Context: an optimization exercise on an open-source flow, tuned for small area, a short achievable clock period and few clock cycles per item. The choices shown serve that exercise and are no tape-out recipe. The RTL was checked by simulation tests, not by an equivalence proof against the original design. No activity file was given, so power comes from the tool's default toggle rates.

==> flow/design.v <==
package lfulru_pkg;
  localparam int SLOTS  = 16;
  localparam int SLOT_W = (SLOTS > 1) ? $clog2(SLOTS) : 1;
  localparam int CNT_W  = $clog2(SLOTS + 1);
  localparam int KEY_W  = 32;
  localparam int DATA_W = 32;
  localparam int USES_W = 8;
  localparam int CAP_W  = 5;
  localparam logic FUNC_GET = 1'b0;
  localparam logic FUNC_PUT = 1'b1;
endpackage
module lfulru_engine (
  input  logic                             clk,
  input  logic                             rst,
  input  logic                             start,
  input  logic                             func,
  input  logic [lfulru_pkg::KEY_W-1:0]     lookup_key,
  input  logic [lfulru_pkg::DATA_W-1:0]    store_value,
  input  logic [lfulru_pkg::CNT_W-1:0]     cap_eff,
  input  logic                             cap_zero,
  output logic                             busy,
  output logic                             done,
  output logic                             hit,
  output logic [lfulru_pkg::DATA_W-1:0]    read_value
);
  localparam int N  = lfulru_pkg::SLOTS;
  localparam int UW = lfulru_pkg::USES_W;
  logic                          op_vld;
  logic                          op_put;       
  logic                          op_wr;        
  logic [lfulru_pkg::KEY_W-1:0]  op_key;
  logic [lfulru_pkg::DATA_W-1:0] op_value;
  logic [N-1:0]                  match_r;      
  logic                          hit_p;        
  logic [UW-1:0]                 m_uses_r;     
  logic                          busy_q;
  logic                          done_r;
  logic                          hit_r;
  logic [lfulru_pkg::DATA_W-1:0] rdata_r;
  logic [N-1:0]                  valid;
  logic [lfulru_pkg::KEY_W-1:0]  keys  [N];
  logic [lfulru_pkg::DATA_W-1:0] vals  [N];
  logic [UW-1:0]                 uses  [N];
  logic [N-1:0]                  ord   [N];    
  logic [lfulru_pkg::CNT_W-1:0]  entries;
  logic                          take;
  logic [N-1:0]                  raw_match;
  logic [UW-1:0]                 raw_uses;
  logic                          eq_prev;
  logic [N-1:0]                  match;
  logic [lfulru_pkg::DATA_W-1:0] m_data;
  logic [N-1:0]                  victim;
  logic [N-1:0]                  free_s;
  logic [N-1:0]                  tgt;
  logic [N-1:0]                  we;
  logic [N-1:0]                  lt;           
  logic [UW-1:0]                 u_inc;
  logic [UW-1:0]                 u_new;
  logic                          at_cap;
  logic                          do_ins;
  logic                          do_use;
  assign busy   = busy_q;
  assign done   = done_r;
  assign take   = start && !busy_q;
  assign at_cap = (entries >= cap_eff);
  always_comb begin
    for (int i = 0; i < N; i++) begin
      raw_match[i] = valid[i] && (keys[i] == lookup_key);
    end
  end
  assign eq_prev = (lookup_key == op_key);
  always_comb begin
    if (eq_prev && do_ins) begin
      match = tgt;
    end else begin
      match = raw_match & ~(tgt & {N{do_ins}});
    end
  end
  always_comb begin
    raw_uses = '0;
    m_data   = '0;
    for (int i = 0; i < N; i++) begin
      raw_uses = raw_uses | (uses[i] & {UW{raw_match[i]}});
      m_data   = m_data | (vals[i] & {lfulru_pkg::DATA_W{match_r[i]}});
    end
  end
  always_comb begin
    for (int i = 0; i < N; i++) begin
      victim[i] = valid[i];
      for (int j = 0; j < N; j++) begin
        if (j < i) begin
          victim[i] = victim[i] & (!ord[j][i] | !valid[j]);
        end else if (j > i) begin
          victim[i] = victim[i] & (ord[i][j] | !valid[j]);
        end
      end
    end
  end
  always_comb begin
    for (int i = 0; i < N; i++) begin
      free_s[i] = !valid[i] && ((i == 0) || valid[(i > 0) ? i - 1 : 0]);
    end
  end
  assign do_ins = op_wr && !hit_p;
  assign do_use = op_wr || (op_vld && !op_put && hit_p);
  always_comb begin
    if (hit_p) begin
      tgt = match_r;
    end else if (at_cap) begin
      tgt = victim;
    end else begin
      tgt = free_s;
    end
    we = tgt & {N{do_use}};
  end
  assign u_inc = (m_uses_r == '1) ? m_uses_r : (m_uses_r + UW'(1));
  assign u_new = do_ins ? UW'(1) : u_inc;
  function automatic logic less_than(input logic [UW-1:0] a, input logic [UW-1:0] b);
    logic r;
    r = 1'b0;
    for (int i = 0; i < UW; i++) begin
      r = (!a[i] && b[i]) || (!(a[i] ^ b[i]) && r);
    end
    less_than = r;
  endfunction
  always_comb begin
    for (int k = 0; k < N; k++) begin
      lt[k] = less_than(u_new, uses[k]);
    end
  end
  always_ff @(posedge clk) begin
    if (rst) begin
      op_vld  <= 1'b0;
      op_wr   <= 1'b0;
      done_r  <= 1'b0;
      busy_q  <= 1'b1;
      valid   <= '0;
      entries <= '0;
    end else begin
      op_vld <= take;
      op_wr  <= take && (func == lfulru_pkg::FUNC_PUT) && !cap_zero;
      done_r <= op_vld;
      busy_q <= 1'b0;
      if (do_ins) begin
        valid <= valid | tgt;
        if (!at_cap) begin
          entries <= entries + lfulru_pkg::CNT_W'(1);
        end
      end
    end
  end
  always_ff @(posedge clk) begin
    op_put   <= (func == lfulru_pkg::FUNC_PUT);
    op_key   <= lookup_key;
    op_value <= store_value;
    match_r  <= match;
    hit_p    <= |match;
    m_uses_r <= (eq_prev && do_use) ? u_new : raw_uses;
    hit_r    <= hit_p;
    rdata_r  <= op_put ? '0 : (m_data | {lfulru_pkg::DATA_W{!hit_p}});
  end
  always_ff @(posedge clk) begin
    for (int i = 0; i < N; i++) begin
      if (we[i]) begin
        uses[i] <= u_new;
        if (op_put) begin
          vals[i] <= op_value;
        end
        if (do_ins) begin
          keys[i] <= op_key;
        end
      end
      for (int j = i + 1; j < N; j++) begin
        if (we[i]) begin
          ord[i][j] <= lt[j];
        end else if (we[j]) begin
          ord[i][j] <= !lt[i];
        end
      end
    end
  end
  assign hit        = hit_r;
  assign read_value = rdata_r;
endmodule
module lfu_cache_lru_tiebreak_top (
  input  logic                          clk,
  input  logic                          rst,
  input  logic                          start,
  output logic                          busy,
  input  logic                          func,
  input  logic signed [31:0]            lookup_key,
  input  logic signed [31:0]            store_value,
  output logic                          done,
  output logic                          hit,
  output logic signed [31:0]            read_value,
  input  logic                          capacity_we,
  input  logic [lfulru_pkg::CAP_W-1:0]  capacity_in_use
);
  logic [lfulru_pkg::CNT_W-1:0]   cap_eff;
  logic                           cap_zero;
  logic [31:0]                    read_value_u;
  always_ff @(posedge clk) begin
    if (rst) begin
      cap_eff  <= lfulru_pkg::CNT_W'(lfulru_pkg::SLOTS);
      cap_zero <= 1'b0;
    end else if (capacity_we) begin
      if (32'(capacity_in_use) > 32'(lfulru_pkg::SLOTS)) begin
        cap_eff <= lfulru_pkg::CNT_W'(lfulru_pkg::SLOTS);
      end else begin
        cap_eff <= lfulru_pkg::CNT_W'(capacity_in_use);
      end
      cap_zero <= (capacity_in_use == '0);
    end
  end
  lfulru_engine u_engine (
    .clk         (clk),
    .rst         (rst),
    .start       (start),
    .func        (func),
    .lookup_key  (lookup_key),
    .store_value (store_value),
    .cap_eff     (cap_eff),
    .cap_zero    (cap_zero),
    .busy        (busy),
    .done        (done),
    .hit         (hit),
    .read_value  (read_value_u)
  );
  assign read_value = read_value_u;
endmodule
Settings: LEC_CHECK=0, ABC_CLOCK_PERIOD_IN_PS=3100, CAP_MARGIN=20, CORE_MARGIN=2, CORE_UTILIZATION=40, PLACE_DENSITY=0.6, SETUP_SLACK_MARGIN=2.9, SLEW_MARGIN=20; clock period 6.0 ns.
standard.sh (not shown) runs the stock make flow with config.mk's settings and CLKGATE_MAP_FILE= SYNTH_SCRIPT=/design/flow/synth_recipe.tcl, a recipe that flattens the netlist after the stock synthesis.
==> flow/flow/run.sh <==
#!/bin/bash
# Standard layout, with the port buffers made of buf_4 cells instead of the
# delay-type buffer the port-buffering step picks on its own. Every input and
# output port still gets its own buffer.
set -euo pipefail
export BUFFER_PORTS_ARGS="-buffer_cell sky130_fd_sc_hd__buf_4"
bash standard.sh finish > standard_flow.log 2>&1
Testbench counts at the start, summed over its fixed seeds: cycles 4,816, items 4,800.
Then changed:
--- a/flow/design.v
+++ b/flow/design.v
@@ -18,6 +18,8 @@
   input  logic [lfulru_pkg::DATA_W-1:0]    store_value,
   input  logic [lfulru_pkg::CNT_W-1:0]     cap_eff,
   input  logic                             cap_zero,
+  input  logic                             cap_we,
+  input  logic [lfulru_pkg::CNT_W-1:0]     cap_new,
   output logic                             busy,
   output logic                             done,
   output logic                             hit,
@@ -43,6 +45,8 @@
   logic [UW-1:0]                 uses  [N];
   logic [N-1:0]                  ord   [N];    
   logic [lfulru_pkg::CNT_W-1:0]  entries;
+  logic [lfulru_pkg::CNT_W-1:0]  entries_nx;
+  logic                          at_cap;       
   logic                          take;
   logic [N-1:0]                  raw_match;
   logic [UW-1:0]                 raw_uses;
@@ -56,13 +60,11 @@
   logic [N-1:0]                  lt;           
   logic [UW-1:0]                 u_inc;
   logic [UW-1:0]                 u_new;
-  logic                          at_cap;
   logic                          do_ins;
   logic                          do_use;
   assign busy   = busy_q;
   assign done   = done_r;
   assign take   = start && !busy_q;
-  assign at_cap = (entries >= cap_eff);
   always_comb begin
     for (int i = 0; i < N; i++) begin
       raw_match[i] = valid[i] && (keys[i] == lookup_key);
@@ -89,9 +91,9 @@
       victim[i] = valid[i];
       for (int j = 0; j < N; j++) begin
         if (j < i) begin
-          victim[i] = victim[i] & (!ord[j][i] | !valid[j]);
+          victim[i] = victim[i] & !ord[j][i];
         end else if (j > i) begin
-          victim[i] = victim[i] & (ord[i][j] | !valid[j]);
+          victim[i] = victim[i] & ord[i][j];
         end
       end
     end
@@ -101,7 +103,8 @@
       free_s[i] = !valid[i] && ((i == 0) || valid[(i > 0) ? i - 1 : 0]);
     end
   end
-  assign do_ins = op_wr && !hit_p;
+  assign do_ins     = op_wr && !hit_p;
+  assign entries_nx = (do_ins && !at_cap) ? entries + lfulru_pkg::CNT_W'(1) : entries;
   assign do_use = op_wr || (op_vld && !op_put && hit_p);
   always_comb begin
     if (hit_p) begin
@@ -125,7 +128,7 @@
   endfunction
   always_comb begin
     for (int k = 0; k < N; k++) begin
-      lt[k] = less_than(u_new, uses[k]);
+      lt[k] = !valid[k] || less_than(u_new, uses[k]);
     end
   end
   always_ff @(posedge clk) begin
@@ -136,6 +139,7 @@
       busy_q  <= 1'b1;
       valid   <= '0;
       entries <= '0;
+      at_cap  <= 1'b0;
     end else begin
       op_vld <= take;
       op_wr  <= take && (func == lfulru_pkg::FUNC_PUT) && !cap_zero;
@@ -143,10 +147,9 @@
       busy_q <= 1'b0;
       if (do_ins) begin
         valid <= valid | tgt;
-        if (!at_cap) begin
-          entries <= entries + lfulru_pkg::CNT_W'(1);
-        end
-      end
+      end
+      entries <= entries_nx;
+      at_cap  <= cap_we ? (entries_nx >= cap_new) : (entries_nx >= cap_eff);
     end
   end
   always_ff @(posedge clk) begin
@@ -198,17 +201,21 @@
 );
   logic [lfulru_pkg::CNT_W-1:0]   cap_eff;
   logic                           cap_zero;
+  logic [lfulru_pkg::CNT_W-1:0]   cap_new;
   logic [31:0]                    read_value_u;
+  always_comb begin
+    if (32'(capacity_in_use) > 32'(lfulru_pkg::SLOTS)) begin
+      cap_new = lfulru_pkg::CNT_W'(lfulru_pkg::SLOTS);
+    end else begin
+      cap_new = lfulru_pkg::CNT_W'(capacity_in_use);
+    end
+  end
   always_ff @(posedge clk) begin
     if (rst) begin
       cap_eff  <= lfulru_pkg::CNT_W'(lfulru_pkg::SLOTS);
       cap_zero <= 1'b0;
     end else if (capacity_we) begin
-      if (32'(capacity_in_use) > 32'(lfulru_pkg::SLOTS)) begin
-        cap_eff <= lfulru_pkg::CNT_W'(lfulru_pkg::SLOTS);
-      end else begin
-        cap_eff <= lfulru_pkg::CNT_W'(capacity_in_use);
-      end
+      cap_eff  <= cap_new;
       cap_zero <= (capacity_in_use == '0);
     end
   end
@@ -221,6 +228,8 @@
     .store_value (store_value),
     .cap_eff     (cap_eff),
     .cap_zero    (cap_zero),
+    .cap_we      (capacity_we),
+    .cap_new     (cap_new),
     .busy        (busy),
     .done        (done),
     .hit         (hit),
The new run finished clean.
Combinational power is higher by a few percent.
Clock-buffer cell count came out lower by 2.
Sequential share of layout area climbs by 0.32 points.
Power came out higher by a few percent.
Non-clock buffer count came out lower by 14.
First-iteration DRC count is lower by a few percent.
Wire length fell by a few percent.
Testbench counts after the change, summed over its fixed seeds: cycles 4,816, items 4,800.

========
== wip/cedar ==
Starts from the design.v that is shown in full above.
clock: 6.0 ns
lec_check: 0
abc_clock_period_in_ps: 3300
cap_margin: 20
core_margin: 2
core_utilization: 40
place_density: 0.6
setup_slack_margin: 2.7
slew_margin: 20
run.sh (not shown) runs the stock make flow with config.mk's settings and CLKGATE_MAP_FILE= SYNTH_SCRIPT=/design/flow/synth_recipe.tcl, a recipe that flattens the netlist after the stock synthesis.
Stock flow here: none of the scripts above is used.
The flow did not stop early for wip/cedar: all stages ran, and the layout cleared the timing, DRC and antenna checks.
Testbench counts of wip/cedar, summed over its fixed seeds: cycles 4,816, items 4,800.
Inputs modified between wip/cedar and wip/willow:
diff --git a/flow/design.v b/flow/design.v
--- a/flow/design.v
+++ b/flow/design.v
@@ -18,6 +18,8 @@
   input  logic [lfulru_pkg::DATA_W-1:0]    store_value,
   input  logic [lfulru_pkg::CNT_W-1:0]     cap_eff,
   input  logic                             cap_zero,
+  input  logic                             cap_we,
+  input  logic [lfulru_pkg::CNT_W-1:0]     cap_new,
   output logic                             busy,
   output logic                             done,
   output logic                             hit,
@@ -43,6 +45,8 @@
   logic [UW-1:0]                 uses  [N];
   logic [N-1:0]                  ord   [N];    
   logic [lfulru_pkg::CNT_W-1:0]  entries;
+  logic [lfulru_pkg::CNT_W-1:0]  entries_nx;
+  logic                          at_cap;       
   logic                          take;
   logic [N-1:0]                  raw_match;
   logic [UW-1:0]                 raw_uses;
@@ -56,13 +60,11 @@
   logic [N-1:0]                  lt;           
   logic [UW-1:0]                 u_inc;
   logic [UW-1:0]                 u_new;
-  logic                          at_cap;
   logic                          do_ins;
   logic                          do_use;
   assign busy   = busy_q;
   assign done   = done_r;
   assign take   = start && !busy_q;
-  assign at_cap = (entries >= cap_eff);
   always_comb begin
     for (int i = 0; i < N; i++) begin
       raw_match[i] = valid[i] && (keys[i] == lookup_key);
@@ -89,9 +91,9 @@
       victim[i] = valid[i];
       for (int j = 0; j < N; j++) begin
         if (j < i) begin
-          victim[i] = victim[i] & (!ord[j][i] | !valid[j]);
+          victim[i] = victim[i] & !ord[j][i];
         end else if (j > i) begin
-          victim[i] = victim[i] & (ord[i][j] | !valid[j]);
+          victim[i] = victim[i] & ord[i][j];
         end
       end
     end
@@ -101,7 +103,8 @@
       free_s[i] = !valid[i] && ((i == 0) || valid[(i > 0) ? i - 1 : 0]);
     end
   end
-  assign do_ins = op_wr && !hit_p;
+  assign do_ins     = op_wr && !hit_p;
+  assign entries_nx = (do_ins && !at_cap) ? entries + lfulru_pkg::CNT_W'(1) : entries;
   assign do_use = op_wr || (op_vld && !op_put && hit_p);
   always_comb begin
     if (hit_p) begin
@@ -125,7 +128,7 @@
   endfunction
   always_comb begin
     for (int k = 0; k < N; k++) begin
-      lt[k] = less_than(u_new, uses[k]);
+      lt[k] = !valid[k] || less_than(u_new, uses[k]);
     end
   end
   always_ff @(posedge clk) begin
@@ -136,6 +139,7 @@
       busy_q  <= 1'b1;
       valid   <= '0;
       entries <= '0;
+      at_cap  <= 1'b0;
     end else begin
       op_vld <= take;
       op_wr  <= take && (func == lfulru_pkg::FUNC_PUT) && !cap_zero;
@@ -143,10 +147,9 @@
       busy_q <= 1'b0;
       if (do_ins) begin
         valid <= valid | tgt;
-        if (!at_cap) begin
-          entries <= entries + lfulru_pkg::CNT_W'(1);
-        end
-      end
+      end
+      entries <= entries_nx;
+      at_cap  <= cap_we ? (entries_nx >= cap_new) : (entries_nx >= cap_eff);
     end
   end
   always_ff @(posedge clk) begin
@@ -198,17 +201,21 @@
 );
   logic [lfulru_pkg::CNT_W-1:0]   cap_eff;
   logic                           cap_zero;
+  logic [lfulru_pkg::CNT_W-1:0]   cap_new;
   logic [31:0]                    read_value_u;
+  always_comb begin
+    if (32'(capacity_in_use) > 32'(lfulru_pkg::SLOTS)) begin
+      cap_new = lfulru_pkg::CNT_W'(lfulru_pkg::SLOTS);
+    end else begin
+      cap_new = lfulru_pkg::CNT_W'(capacity_in_use);
+    end
+  end
   always_ff @(posedge clk) begin
     if (rst) begin
       cap_eff  <= lfulru_pkg::CNT_W'(lfulru_pkg::SLOTS);
       cap_zero <= 1'b0;
     end else if (capacity_we) begin
-      if (32'(capacity_in_use) > 32'(lfulru_pkg::SLOTS)) begin
-        cap_eff <= lfulru_pkg::CNT_W'(lfulru_pkg::SLOTS);
-      end else begin
-        cap_eff <= lfulru_pkg::CNT_W'(capacity_in_use);
-      end
+      cap_eff  <= cap_new;
       cap_zero <= (capacity_in_use == '0);
     end
   end
@@ -221,6 +228,8 @@
     .store_value (store_value),
     .cap_eff     (cap_eff),
     .cap_zero    (cap_zero),
+    .cap_we      (capacity_we),
+    .cap_new     (cap_new),
     .busy        (busy),
     .done        (done),
     .hit         (hit),
Findings:
Any difference in share of power burned in combinational logic between wip/cedar and wip/willow is small enough to ignore. Cmp wip/willow and wip/cedar / met3 demand-to-capacity share in global routing / lower: wip/cedar. In the reports for wip/willow and wip/cedar, the smaller buffer count from post-CTS setup fixing belongs to wip/willow. Between wip/willow and wip/cedar, the fmax figures differ only marginally. In the reports for wip/willow and wip/cedar, the smaller sequential share of layout area belongs to wip/cedar. In wip/willow the number of buffers inserted during clock tree synthesis turned out 0.67% lower than in wip/cedar. Wire length ended up 5.8% lower on wip/willow than on wip/cedar. Cmp wip/willow and wip/cedar / cell count / higher: wip/cedar. First-pass GRT wire length: wip/willow vs wip/cedar down 4.7%. Type of the worst setup path: in -> reg -> wip/cedar, reg -> reg -> wip/willow.
Testbench counts of wip/willow, summed over its fixed seeds: cycles 4,816, items 4,800.

## what the ideal ports hide
In the flow no input, the clock included, has a driving cell. The finished layouts below were timed again as built, in two steps.
Step 1: set_driving_cell puts a clkbuf_16 on clk and a buf_2 on each other input, an assumption about the parent block.
Step 2 times the ports against the registers' clock, not the clock port: input delays grow and output delays shrink by t, the midpoint of the rising clock arrivals with the driver on.
Slacks: ideal ports / drivers / drivers and shift; pairs: ideal ports / drivers.
run | t, ns | setup slack, ns | hold slack, ns | worst setup path after step 2 | worst data-port slew with drivers (ns)
the first run of note 1 | 0.864 | 2.816 / 2.816 / 2.079 | 0.448 / 0.443 / 0.448 | input to register | 0.05
the second run of note 1 | 0.883 | 2.516 / 2.516 / 1.895 | 0.442 / 0.408 / 0.442 | input to register | 0.12
wip/cedar | 0.897 | 2.640 / 2.657 / 1.801 | 0.451 / 0.451 / 0.451 | input to register | 0.07
wip/willow | 0.878 | 2.631 / 2.631 / 1.856 | 0.437 / 0.437 / 0.437 | input to register | 0.04
After both steps setup and hold are still met in every run listed. For wip/cedar, which loses most, drivers alone change the setup slack by +0.017 ns; drivers and shift together by -0.839 ns.
